From an optimization exercise on the open Yosys and OpenROAD flow, aimed at small area, a short achievable clock period and few clock cycles per item; shortcuts taken in it are not production practice.
Only simulation tests tie the RTL to the original design; equivalence was not proved.
No activity file was given, so power comes from the tool's default toggle rates.

==> run a <==
Design imu_sample_scale_bias_calibrate, start of the top module:
module imu_sample_scale_bias_calibrate
(
  input  wire logic             clk,
  input  wire logic             rst_n,
  input  wire logic             cfg_we,
  input  wire logic [1:0]       cfg_index,
  input  wire logic [CNT_W-1:0] cfg_data,
  input  wire logic             in_valid,
  output logic                  in_ready,
  input  wire logic             in_mode,
  input  wire logic [7:0]       in_x_low_byte,
  input  wire logic [7:0]       in_x_high_byte,
  input  wire logic [7:0]       in_y_low_byte,
  input  wire logic [7:0]       in_y_high_byte,
  input  wire logic [7:0]       in_z_low_byte,
  input  wire logic [7:0]       in_z_high_byte,
  output logic                  out_valid,
  input  wire logic             out_ready,
  output logic                  out_source_kind,
  output logic signed [24:0]    out_x_value,
  output logic signed [24:0]    out_y_value,
  output logic signed [24:0]    out_z_value
);
==> flow/config.mk <==
export PLATFORM = sky130hd
export DESIGN_NAME = imu_sample_scale_bias_calibrate
export DESIGN_NICKNAME = imu_sample_scale_bias_calibrate
export VERILOG_FILES = /design/flow/design.v
export SDC_FILE = /design/flow/constraint.sdc
export NUM_CORES = 4
export LEC_CHECK = 0
export CAP_MARGIN = 20
export CORE_MARGIN = 2
export CORE_UTILIZATION = 45
export CTS_BUF_LIST = sky130_fd_sc_hd__clkbuf_8
export CTS_CLUSTER_SIZE = 24
export SETUP_SLACK_MARGIN = 5
export SLEW_MARGIN = 20
==> flow/constraint.sdc <==
create_clock -name core_clock -period 9.0 [get_ports {clk}]
set_input_delay 1.8000 -clock core_clock [delete_from_list [all_inputs] [get_ports {clk}]]
set_output_delay 1.8000 -clock core_clock [all_outputs]
set_load 0.01 [all_outputs]
run.sh (not shown) runs the stock make flow with config.mk's settings and CLKGATE_MAP_FILE= SYNTH_SCRIPT=/design/flow/synth_recipe.tcl, a recipe that flattens the netlist after the stock synthesis.
==> inputs of run b, as changes to run a <==
CTS_CLUSTER_DIAMETER = 100   (was not set)
CTS_CLUSTER_SIZE = 12   (was 24)
==> inputs of run c, as changes to run a <==
CTS_BUF_LIST = sky130_fd_sc_hd__clkbuf_16   (was sky130_fd_sc_hd__clkbuf_8)
CTS_CLUSTER_DIAMETER = 150   (was not set)
CTS_CLUSTER_SIZE = 20   (was 24)
==> summary.txt <==
                                               run a          run b          run c
Global-route wire length before repair        393 mm         390 mm         391 mm
Reg2reg start                           u_ctrl.g0n_r  u_ctrl.load_r  u_ctrl.load_r
Pint                                       0.00814 W      0.00677 W      0.00687 W
Seq pwr share                                  39.1%          45.6%          45.4%
Power share of the clock group                 35.2%          24.3%          24.6%
Worst-case clock skew                      0.0583 ns      0.0751 ns      0.0573 ns
Worst-path clk slew                          0.06 ns        0.10 ns        0.11 ns
Worst slew pin tran                          1.25 ns        1.25 ns        1.25 ns
Global-route met1 utilization                  45.5%          45.6%          45.6%
Psw                                        0.00416 W      0.00376 W      0.00369 W
Outcome                     timing/DRC/antenna clean  timing/DRC/antenna clean  timing/DRC/antenna clean
Multi-input gate area                      44300 µm²      44400 µm²      44400 µm²
Detailed-route wire length                    276 mm         275 mm         273 mm
Comb power frac                                25.7%          30.1%          30.0%
Post-route worst hold slack                 0.424 ns       0.423 ns       0.429 ns
Detailed-route wire length on metal 1         111 mm         111 mm         110 mm
Launch point of the worst path          u_ctrl.g0n_r  u_ctrl.load_r  u_ctrl.load_r
Number of antenna diodes                           8             17              7
Testbench counts of run a, summed over its fixed seeds: cycles 2,736, items 2,400.
Testbench counts of run b, summed over its fixed seeds: cycles 2,736, items 2,400.
Testbench counts of run c, summed over its fixed seeds: cycles 2,736, items 2,400.

* * *

==> 01-27 <==
imu_sample_scale_bias_calibrate, a different RTL version from the one above (not shown whole).
Settings: LEC_CHECK=0, CAP_MARGIN=20, CORE_MARGIN=2, CORE_UTILIZATION=55, CTS_BUF_LIST=sky130_fd_sc_hd__clkbuf_8, CTS_CLUSTER_SIZE=24, SETUP_SLACK_MARGIN=5, SLEW_MARGIN=20; clock period 9.0 ns.
==> 09-10: changes against 01-27 <==
--- a/flow/design.v
+++ b/flow/design.v
@@ -38,16 +38,15 @@
   output logic                  div_load,
   output logic                  div_step,
   output logic [CNT_W-1:0]      div_n,
   output logic                  g0,
   output logic [2:0]            k0,
-  output logic [4:0]            sh0,
+  output logic [1:0]            ka_o,
   output logic                  e1_0,
   output logic                  e2_0,
   output logic                  q2_0,
   output logic                  kfix,
-  output logic                  y_rnd,
   output logic                  ld1,
   output logic                  g1,
   output logic                  w_p1,
   output logic                  w_p2,
   output logic                  ld_out
@@ -73,11 +72,10 @@
   logic             skv, skv_nx, sk_mode;
   logic             v0, a0, v1, ov, ok;
   logic [1:0]       ps0, ps1;
   logic             g0_r, g1_r;
   logic [2:0]       k0_r;
-  logic [4:0]       sh0_r;
   logic             active_r, last_r;
   logic             e1_r, e2_r, q2_r;
   logic [2:0] kg, ka;
   assign kg = (gyro_sel_r > 3'd4) ? 3'd4 : gyro_sel_r;
   assign ka = {1'b0, accel_sel_r};
@@ -105,12 +103,11 @@
   assign div_load = (state_r == S_LOAD);
   assign div_step = (state_r == S_DIV);
   assign div_n    = fc_r;
   assign g0       = g0_r;
   assign k0       = k0_r;
-  assign sh0      = sh0_r;
-  assign y_rnd    = (ps0 == 2'd1);
+  assign ka_o     = accel_sel_r;
   assign ld1      = (v0 && s1_free) || (ps0 != 2'd0);
   assign g1       = g1_r;
   assign w_p1     = (ps1 == 2'd1);
   assign w_p2     = (ps1 == 2'd2);
   assign ld_out   = v1 && adv;
@@ -209,11 +206,10 @@
   always_ff @(posedge clk) begin
     if (sk_ld) sk_mode <= in_mode;
     if (cap) begin
       g0_r <= pcap || src_mode;
       k0_r <= cap_k;
-      sh0_r <= 5'd1 << cap_k;
       e1_r <= e1_c;
       e2_r <= e2_c;
       q2_r <= q2_c;
     end
     if (ld1)    g1_r <= g0_r;
@@ -239,15 +235,14 @@
   input  wire logic                    div_load,   
   input  wire logic                    div_step,
   input  wire logic [CNT_W-1:0]        div_n,
   input  wire logic                    g0,         
   input  wire logic [2:0]              k0,         
-  input  wire logic [4:0]              sh0,        
+  input  wire logic [1:0]              ka,         
   input  wire logic                    e1_0,       
   input  wire logic                    e2_0,
   input  wire logic                    q2_0,
-  input  wire logic                    y_rnd,      
   input  wire logic                    ld1,
   input  wire logic                    g1,         
   input  wire logic                    w_p1,       
   input  wire logic                    w_p2,       
   input  wire logic                    kfix,       
@@ -255,10 +250,11 @@
   output logic signed [OUT_W-1:0]      out_value
 );
   logic [RAW_W-1:0]        sk_raw;
   logic signed [A_W-1:0]   a0;
   logic                    cin0;
+  logic [AP_W-1:0]         ap0;
   logic signed [SUM_W-1:0] sum_r;
   logic [Q_W-1:0]          q_r;
   logic                    qneg_r;
   logic signed [T_W-1:0]   k_r;
   logic                    z_r;
@@ -286,11 +282,12 @@
   assign below   = cap_g ? (z_r && bcmp[17]) : a_src[A_W-1];
   assign cin_src = !cap_pass && !below;
   always_ff @(posedge clk) begin
     if (cap) begin
       cin0 <= cin_src;
-      a0  <= a_src;
+      a0   <= a_src;
+      ap0  <= {{(AP_W-A_W){a_src[A_W-1]}}, a_src} << cap_k;
     end
   end
   logic                    neg_l;
   logic signed [SUM_W-1:0] sum_nx;
   assign neg_l  = div_load && sum_r[SUM_W-1];
@@ -322,25 +319,24 @@
     );
     assign rem[i+1] = tdiff[i][CNT_W] ? trial[i][CNT_W-1:0] : tdiff[i][CNT_W-1:0];
     assign nq[i+1]  = {nq[i][Q_W-2:0], !tdiff[i][CNT_W]};
   end
   logic [T_W-1:0] y_op, cs_s, cs_c;
-  logic [T_W-1:0] y_con;
-  issbc_ycon u_ycon (
-    .p1   (y_rnd),
+  logic [T_W-1:0] y_acc, y_p1;
+  issbc_ycon u_yacc (
+    .p1   (1'b0),
+    .qneg (1'b0),
+    .k    ({1'b0, ka}),
+    .yc   (y_acc)
+  );
+  issbc_ycon u_yp1 (
+    .p1   (1'b1),
     .qneg (qneg_r),
-    .k    (k0),
-    .yc   (y_con)
+    .k    (cap_k),
+    .yc   (y_p1)
   );
-  assign y_op = (g0 && !y_rnd) ? k_r : y_con;
-  logic [AP_W-1:0] a_x, ap0;
-  assign a_x = {{(AP_W-A_W){a0[A_W-1]}}, a0};
-  assign ap0 = ({AP_W{sh0[0]}} & a_x)
-             | ({AP_W{sh0[1]}} & (a_x << 1))
-             | ({AP_W{sh0[2]}} & (a_x << 2))
-             | ({AP_W{sh0[3]}} & (a_x << 3))
-             | ({AP_W{sh0[4]}} & (a_x << 4));
+  assign y_op = g0 ? k_r : y_acc;
   issbc_csa u_csa (
     .a  (a0),
     .ap (ap0),
     .g  (g0),
     .e1 (e1_0),
@@ -389,10 +385,12 @@
       q_r            <= {sabs[15:0], 1'b0, div_n[CNT_W-1:1]};
       qneg_r         <= sum_r[SUM_W-1];
     end else if (div_step) begin
       k_r[CNT_W-1:0] <= rem[DIV_R];
       q_r            <= nq[DIV_R];
+    end else if (cap_pass && !cap_hi) begin
+      k_r <= y_p1;
     end else if (w_p1) begin
       k_r[24:0] <= t[T_W-1:16];
       z_r       <= tie;
     end else if (kfix) begin
       k_r[T_W-1:25] <= k_hi;
@@ -1636,13 +1634,13 @@
   output logic signed [24:0]    out_x_value,
   output logic signed [24:0]    out_y_value,
   output logic signed [24:0]    out_z_value
 );
   logic             cap, cap_sk, cap_pass, cap_hi, sk_ld, acc, div_load, div_step;
-  logic             g0, y_rnd, ld1, g1, w_p1, w_p2, ld_out, cap_g;
+  logic             g0, ld1, g1, w_p1, w_p2, ld_out, cap_g;
   logic [2:0]       cap_k, k0;
-  logic [4:0]       sh0;
+  logic [1:0]       ka;
   logic             e1_0, e2_0, q2_0, kfix;
   logic [CNT_W-1:0] div_n;
   issbc_ctrl u_ctrl (
     .clk             (clk),
     .rst_n           (rst_n),
@@ -1666,40 +1664,39 @@
     .div_load        (div_load),
     .div_step        (div_step),
     .div_n           (div_n),
     .g0              (g0),
     .k0              (k0),
-    .sh0             (sh0),
+    .ka_o            (ka),
     .e1_0            (e1_0),
     .e2_0            (e2_0),
     .q2_0            (q2_0),
     .kfix            (kfix),
-    .y_rnd           (y_rnd),
     .ld1             (ld1),
     .g1              (g1),
     .w_p1            (w_p1),
     .w_p2            (w_p2),
     .ld_out          (ld_out)
   );
   issbc_dp u_x (
     .clk (clk), .rst_n (rst_n), .in_raw ({in_x_high_byte, in_x_low_byte}),
     .cap (cap), .cap_sk (cap_sk), .cap_pass (cap_pass), .cap_hi (cap_hi), .cap_k (cap_k), .cap_g (cap_g),
     .sk_ld (sk_ld), .acc (acc), .div_load (div_load), .div_step (div_step), .div_n (div_n),
-    .g0 (g0), .k0 (k0), .sh0 (sh0), .e1_0 (e1_0), .e2_0 (e2_0), .q2_0 (q2_0), .kfix (kfix), .y_rnd (y_rnd), .ld1 (ld1), .g1 (g1), .w_p1 (w_p1), .w_p2 (w_p2),
+    .g0 (g0), .k0 (k0), .ka (ka), .e1_0 (e1_0), .e2_0 (e2_0), .q2_0 (q2_0), .kfix (kfix), .ld1 (ld1), .g1 (g1), .w_p1 (w_p1), .w_p2 (w_p2),
     .ld_out (ld_out), .out_value (out_x_value)
   );
   issbc_dp u_y (
     .clk (clk), .rst_n (rst_n), .in_raw ({in_y_high_byte, in_y_low_byte}),
     .cap (cap), .cap_sk (cap_sk), .cap_pass (cap_pass), .cap_hi (cap_hi), .cap_k (cap_k), .cap_g (cap_g),
     .sk_ld (sk_ld), .acc (acc), .div_load (div_load), .div_step (div_step), .div_n (div_n),
-    .g0 (g0), .k0 (k0), .sh0 (sh0), .e1_0 (e1_0), .e2_0 (e2_0), .q2_0 (q2_0), .kfix (kfix), .y_rnd (y_rnd), .ld1 (ld1), .g1 (g1), .w_p1 (w_p1), .w_p2 (w_p2),
+    .g0 (g0), .k0 (k0), .ka (ka), .e1_0 (e1_0), .e2_0 (e2_0), .q2_0 (q2_0), .kfix (kfix), .ld1 (ld1), .g1 (g1), .w_p1 (w_p1), .w_p2 (w_p2),
     .ld_out (ld_out), .out_value (out_y_value)
   );
   issbc_dp u_z (
     .clk (clk), .rst_n (rst_n), .in_raw ({in_z_high_byte, in_z_low_byte}),
     .cap (cap), .cap_sk (cap_sk), .cap_pass (cap_pass), .cap_hi (cap_hi), .cap_k (cap_k), .cap_g (cap_g),
     .sk_ld (sk_ld), .acc (acc), .div_load (div_load), .div_step (div_step), .div_n (div_n),
-    .g0 (g0), .k0 (k0), .sh0 (sh0), .e1_0 (e1_0), .e2_0 (e2_0), .q2_0 (q2_0), .kfix (kfix), .y_rnd (y_rnd), .ld1 (ld1), .g1 (g1), .w_p1 (w_p1), .w_p2 (w_p2),
+    .g0 (g0), .k0 (k0), .ka (ka), .e1_0 (e1_0), .e2_0 (e2_0), .q2_0 (q2_0), .kfix (kfix), .ld1 (ld1), .g1 (g1), .w_p1 (w_p1), .w_p2 (w_p2),
     .ld_out (ld_out), .out_value (out_z_value)
   );
 endmodule
 `default_nettype wire
--- a/flow/config.mk
+++ b/flow/config.mk
@@ -10,5 +10,6 @@
 export CORE_UTILIZATION = 55
 export CTS_BUF_LIST = sky130_fd_sc_hd__clkbuf_8
 export CTS_CLUSTER_SIZE = 24
 export SETUP_SLACK_MARGIN = 5
 export SLEW_MARGIN = 20
+export TNS_END_PERCENT = 10
==> 01-15: changes against 01-27 <==
--- a/flow/design.v
+++ b/flow/design.v
@@ -38,16 +38,15 @@
   output logic                  div_load,
   output logic                  div_step,
   output logic [CNT_W-1:0]      div_n,
   output logic                  g0,
   output logic [2:0]            k0,
-  output logic [4:0]            sh0,
+  output logic [1:0]            ka_o,
   output logic                  e1_0,
   output logic                  e2_0,
   output logic                  q2_0,
   output logic                  kfix,
-  output logic                  y_rnd,
   output logic                  ld1,
   output logic                  g1,
   output logic                  w_p1,
   output logic                  w_p2,
   output logic                  ld_out
@@ -73,11 +72,10 @@
   logic             skv, skv_nx, sk_mode;
   logic             v0, a0, v1, ov, ok;
   logic [1:0]       ps0, ps1;
   logic             g0_r, g1_r;
   logic [2:0]       k0_r;
-  logic [4:0]       sh0_r;
   logic             active_r, last_r;
   logic             e1_r, e2_r, q2_r;
   logic [2:0] kg, ka;
   assign kg = (gyro_sel_r > 3'd4) ? 3'd4 : gyro_sel_r;
   assign ka = {1'b0, accel_sel_r};
@@ -105,12 +103,11 @@
   assign div_load = (state_r == S_LOAD);
   assign div_step = (state_r == S_DIV);
   assign div_n    = fc_r;
   assign g0       = g0_r;
   assign k0       = k0_r;
-  assign sh0      = sh0_r;
-  assign y_rnd    = (ps0 == 2'd1);
+  assign ka_o     = accel_sel_r;
   assign ld1      = (v0 && s1_free) || (ps0 != 2'd0);
   assign g1       = g1_r;
   assign w_p1     = (ps1 == 2'd1);
   assign w_p2     = (ps1 == 2'd2);
   assign ld_out   = v1 && adv;
@@ -209,11 +206,10 @@
   always_ff @(posedge clk) begin
     if (sk_ld) sk_mode <= in_mode;
     if (cap) begin
       g0_r <= pcap || src_mode;
       k0_r <= cap_k;
-      sh0_r <= 5'd1 << cap_k;
       e1_r <= e1_c;
       e2_r <= e2_c;
       q2_r <= q2_c;
     end
     if (ld1)    g1_r <= g0_r;
@@ -239,15 +235,14 @@
   input  wire logic                    div_load,   
   input  wire logic                    div_step,
   input  wire logic [CNT_W-1:0]        div_n,
   input  wire logic                    g0,         
   input  wire logic [2:0]              k0,         
-  input  wire logic [4:0]              sh0,        
+  input  wire logic [1:0]              ka,         
   input  wire logic                    e1_0,       
   input  wire logic                    e2_0,
   input  wire logic                    q2_0,
-  input  wire logic                    y_rnd,      
   input  wire logic                    ld1,
   input  wire logic                    g1,         
   input  wire logic                    w_p1,       
   input  wire logic                    w_p2,       
   input  wire logic                    kfix,       
@@ -255,10 +250,11 @@
   output logic signed [OUT_W-1:0]      out_value
 );
   logic [RAW_W-1:0]        sk_raw;
   logic signed [A_W-1:0]   a0;
   logic                    cin0;
+  logic [AP_W-1:0]         ap0;
   logic signed [SUM_W-1:0] sum_r;
   logic [Q_W-1:0]          q_r;
   logic                    qneg_r;
   logic signed [T_W-1:0]   k_r;
   logic                    z_r;
@@ -286,11 +282,12 @@
   assign below   = cap_g ? (z_r && bcmp[17]) : a_src[A_W-1];
   assign cin_src = !cap_pass && !below;
   always_ff @(posedge clk) begin
     if (cap) begin
       cin0 <= cin_src;
-      a0  <= a_src;
+      a0   <= a_src;
+      ap0  <= {{(AP_W-A_W){a_src[A_W-1]}}, a_src} << cap_k;
     end
   end
   logic                    neg_l;
   logic signed [SUM_W-1:0] sum_nx;
   assign neg_l  = div_load && sum_r[SUM_W-1];
@@ -322,25 +319,24 @@
     );
     assign rem[i+1] = tdiff[i][CNT_W] ? trial[i][CNT_W-1:0] : tdiff[i][CNT_W-1:0];
     assign nq[i+1]  = {nq[i][Q_W-2:0], !tdiff[i][CNT_W]};
   end
   logic [T_W-1:0] y_op, cs_s, cs_c;
-  logic [T_W-1:0] y_con;
-  issbc_ycon u_ycon (
-    .p1   (y_rnd),
+  logic [T_W-1:0] y_acc, y_p1;
+  issbc_ycon u_yacc (
+    .p1   (1'b0),
+    .qneg (1'b0),
+    .k    ({1'b0, ka}),
+    .yc   (y_acc)
+  );
+  issbc_ycon u_yp1 (
+    .p1   (1'b1),
     .qneg (qneg_r),
-    .k    (k0),
-    .yc   (y_con)
+    .k    (cap_k),
+    .yc   (y_p1)
   );
-  assign y_op = (g0 && !y_rnd) ? k_r : y_con;
-  logic [AP_W-1:0] a_x, ap0;
-  assign a_x = {{(AP_W-A_W){a0[A_W-1]}}, a0};
-  assign ap0 = ({AP_W{sh0[0]}} & a_x)
-             | ({AP_W{sh0[1]}} & (a_x << 1))
-             | ({AP_W{sh0[2]}} & (a_x << 2))
-             | ({AP_W{sh0[3]}} & (a_x << 3))
-             | ({AP_W{sh0[4]}} & (a_x << 4));
+  assign y_op = g0 ? k_r : y_acc;
   issbc_csa u_csa (
     .a  (a0),
     .ap (ap0),
     .g  (g0),
     .e1 (e1_0),
@@ -389,10 +385,12 @@
       q_r            <= {sabs[15:0], 1'b0, div_n[CNT_W-1:1]};
       qneg_r         <= sum_r[SUM_W-1];
     end else if (div_step) begin
       k_r[CNT_W-1:0] <= rem[DIV_R];
       q_r            <= nq[DIV_R];
+    end else if (cap_pass && !cap_hi) begin
+      k_r <= y_p1;
     end else if (w_p1) begin
       k_r[24:0] <= t[T_W-1:16];
       z_r       <= tie;
     end else if (kfix) begin
       k_r[T_W-1:25] <= k_hi;
@@ -1636,13 +1634,13 @@
   output logic signed [24:0]    out_x_value,
   output logic signed [24:0]    out_y_value,
   output logic signed [24:0]    out_z_value
 );
   logic             cap, cap_sk, cap_pass, cap_hi, sk_ld, acc, div_load, div_step;
-  logic             g0, y_rnd, ld1, g1, w_p1, w_p2, ld_out, cap_g;
+  logic             g0, ld1, g1, w_p1, w_p2, ld_out, cap_g;
   logic [2:0]       cap_k, k0;
-  logic [4:0]       sh0;
+  logic [1:0]       ka;
   logic             e1_0, e2_0, q2_0, kfix;
   logic [CNT_W-1:0] div_n;
   issbc_ctrl u_ctrl (
     .clk             (clk),
     .rst_n           (rst_n),
@@ -1666,40 +1664,39 @@
     .div_load        (div_load),
     .div_step        (div_step),
     .div_n           (div_n),
     .g0              (g0),
     .k0              (k0),
-    .sh0             (sh0),
+    .ka_o            (ka),
     .e1_0            (e1_0),
     .e2_0            (e2_0),
     .q2_0            (q2_0),
     .kfix            (kfix),
-    .y_rnd           (y_rnd),
     .ld1             (ld1),
     .g1              (g1),
     .w_p1            (w_p1),
     .w_p2            (w_p2),
     .ld_out          (ld_out)
   );
   issbc_dp u_x (
     .clk (clk), .rst_n (rst_n), .in_raw ({in_x_high_byte, in_x_low_byte}),
     .cap (cap), .cap_sk (cap_sk), .cap_pass (cap_pass), .cap_hi (cap_hi), .cap_k (cap_k), .cap_g (cap_g),
     .sk_ld (sk_ld), .acc (acc), .div_load (div_load), .div_step (div_step), .div_n (div_n),
-    .g0 (g0), .k0 (k0), .sh0 (sh0), .e1_0 (e1_0), .e2_0 (e2_0), .q2_0 (q2_0), .kfix (kfix), .y_rnd (y_rnd), .ld1 (ld1), .g1 (g1), .w_p1 (w_p1), .w_p2 (w_p2),
+    .g0 (g0), .k0 (k0), .ka (ka), .e1_0 (e1_0), .e2_0 (e2_0), .q2_0 (q2_0), .kfix (kfix), .ld1 (ld1), .g1 (g1), .w_p1 (w_p1), .w_p2 (w_p2),
     .ld_out (ld_out), .out_value (out_x_value)
   );
   issbc_dp u_y (
     .clk (clk), .rst_n (rst_n), .in_raw ({in_y_high_byte, in_y_low_byte}),
     .cap (cap), .cap_sk (cap_sk), .cap_pass (cap_pass), .cap_hi (cap_hi), .cap_k (cap_k), .cap_g (cap_g),
     .sk_ld (sk_ld), .acc (acc), .div_load (div_load), .div_step (div_step), .div_n (div_n),
-    .g0 (g0), .k0 (k0), .sh0 (sh0), .e1_0 (e1_0), .e2_0 (e2_0), .q2_0 (q2_0), .kfix (kfix), .y_rnd (y_rnd), .ld1 (ld1), .g1 (g1), .w_p1 (w_p1), .w_p2 (w_p2),
+    .g0 (g0), .k0 (k0), .ka (ka), .e1_0 (e1_0), .e2_0 (e2_0), .q2_0 (q2_0), .kfix (kfix), .ld1 (ld1), .g1 (g1), .w_p1 (w_p1), .w_p2 (w_p2),
     .ld_out (ld_out), .out_value (out_y_value)
   );
   issbc_dp u_z (
     .clk (clk), .rst_n (rst_n), .in_raw ({in_z_high_byte, in_z_low_byte}),
     .cap (cap), .cap_sk (cap_sk), .cap_pass (cap_pass), .cap_hi (cap_hi), .cap_k (cap_k), .cap_g (cap_g),
     .sk_ld (sk_ld), .acc (acc), .div_load (div_load), .div_step (div_step), .div_n (div_n),
-    .g0 (g0), .k0 (k0), .sh0 (sh0), .e1_0 (e1_0), .e2_0 (e2_0), .q2_0 (q2_0), .kfix (kfix), .y_rnd (y_rnd), .ld1 (ld1), .g1 (g1), .w_p1 (w_p1), .w_p2 (w_p2),
+    .g0 (g0), .k0 (k0), .ka (ka), .e1_0 (e1_0), .e2_0 (e2_0), .q2_0 (q2_0), .kfix (kfix), .ld1 (ld1), .g1 (g1), .w_p1 (w_p1), .w_p2 (w_p2),
     .ld_out (ld_out), .out_value (out_z_value)
   );
 endmodule
 `default_nettype wire
==> summary.txt <==
- In flip-flop and latch count, 01-15 and 09-10 do not differ.
- Combinational power: 09-10 is larger than 01-27 (about 40%).
- Of 01-15 and 01-27, 01-15 has the higher area after synthesis (gap about 2.6%, measured against 01-27).
- Utilization: 01-27 > 01-15 > 09-10.
- Sequential share of layout area: 09-10 > 01-15 > 01-27.
- Against 01-15, the critical path depth of 01-27 is lower by 3.
Testbench counts of 01-27, summed over its fixed seeds: cycles 2,736, items 2,400.
Testbench counts of 09-10, summed over its fixed seeds: cycles 2,736, items 2,400.
Testbench counts of 01-15, summed over its fixed seeds: cycles 2,736, items 2,400.

-- static timing again, ports no longer ideal --
The flow's constraints put no driver on any port. The routed layouts listed below were extracted and timed again, unchanged, in two steps. Step 1: set_driving_cell puts a clkbuf_16 on clk and a buf_2 on each other input, an assumption about the parent block. Step 2 times the ports against the registers' clock, not the clock port: input delays grow and output delays shrink by t, the midpoint of the rising clock arrivals with the driver on. Slacks: no drivers / after step 1 / after step 2; pairs: no drivers / after step 1.
run | t, ns | setup slack, ns | worst setup path at the end | clock arrival spread, ns
run a | 1.035 | 4.983 / 4.983 / 4.102 | input to register | 0.063 / 0.062
run b | 0.953 | 4.970 / 4.970 / 4.202 | input to register | 0.076 / 0.076
run c | 0.800 | 5.029 / 5.030 / 4.366 | input to register | 0.063 / 0.063
01-27 | 0.984 | 4.738 / 4.738 / 4.078 | input to register | 0.057 / 0.057
09-10 | 1.026 | 4.726 / 4.726 / 3.929 | input to register | 0.055 / 0.055
01-15 | 0.986 | 4.771 / 4.771 / 4.079 | input to register | 0.053 / 0.053
After both steps setup and hold are still met in every run listed. The setup slack of run a, which loses most, moves by 0.000 ns with the drivers and by -0.881 ns with both steps.
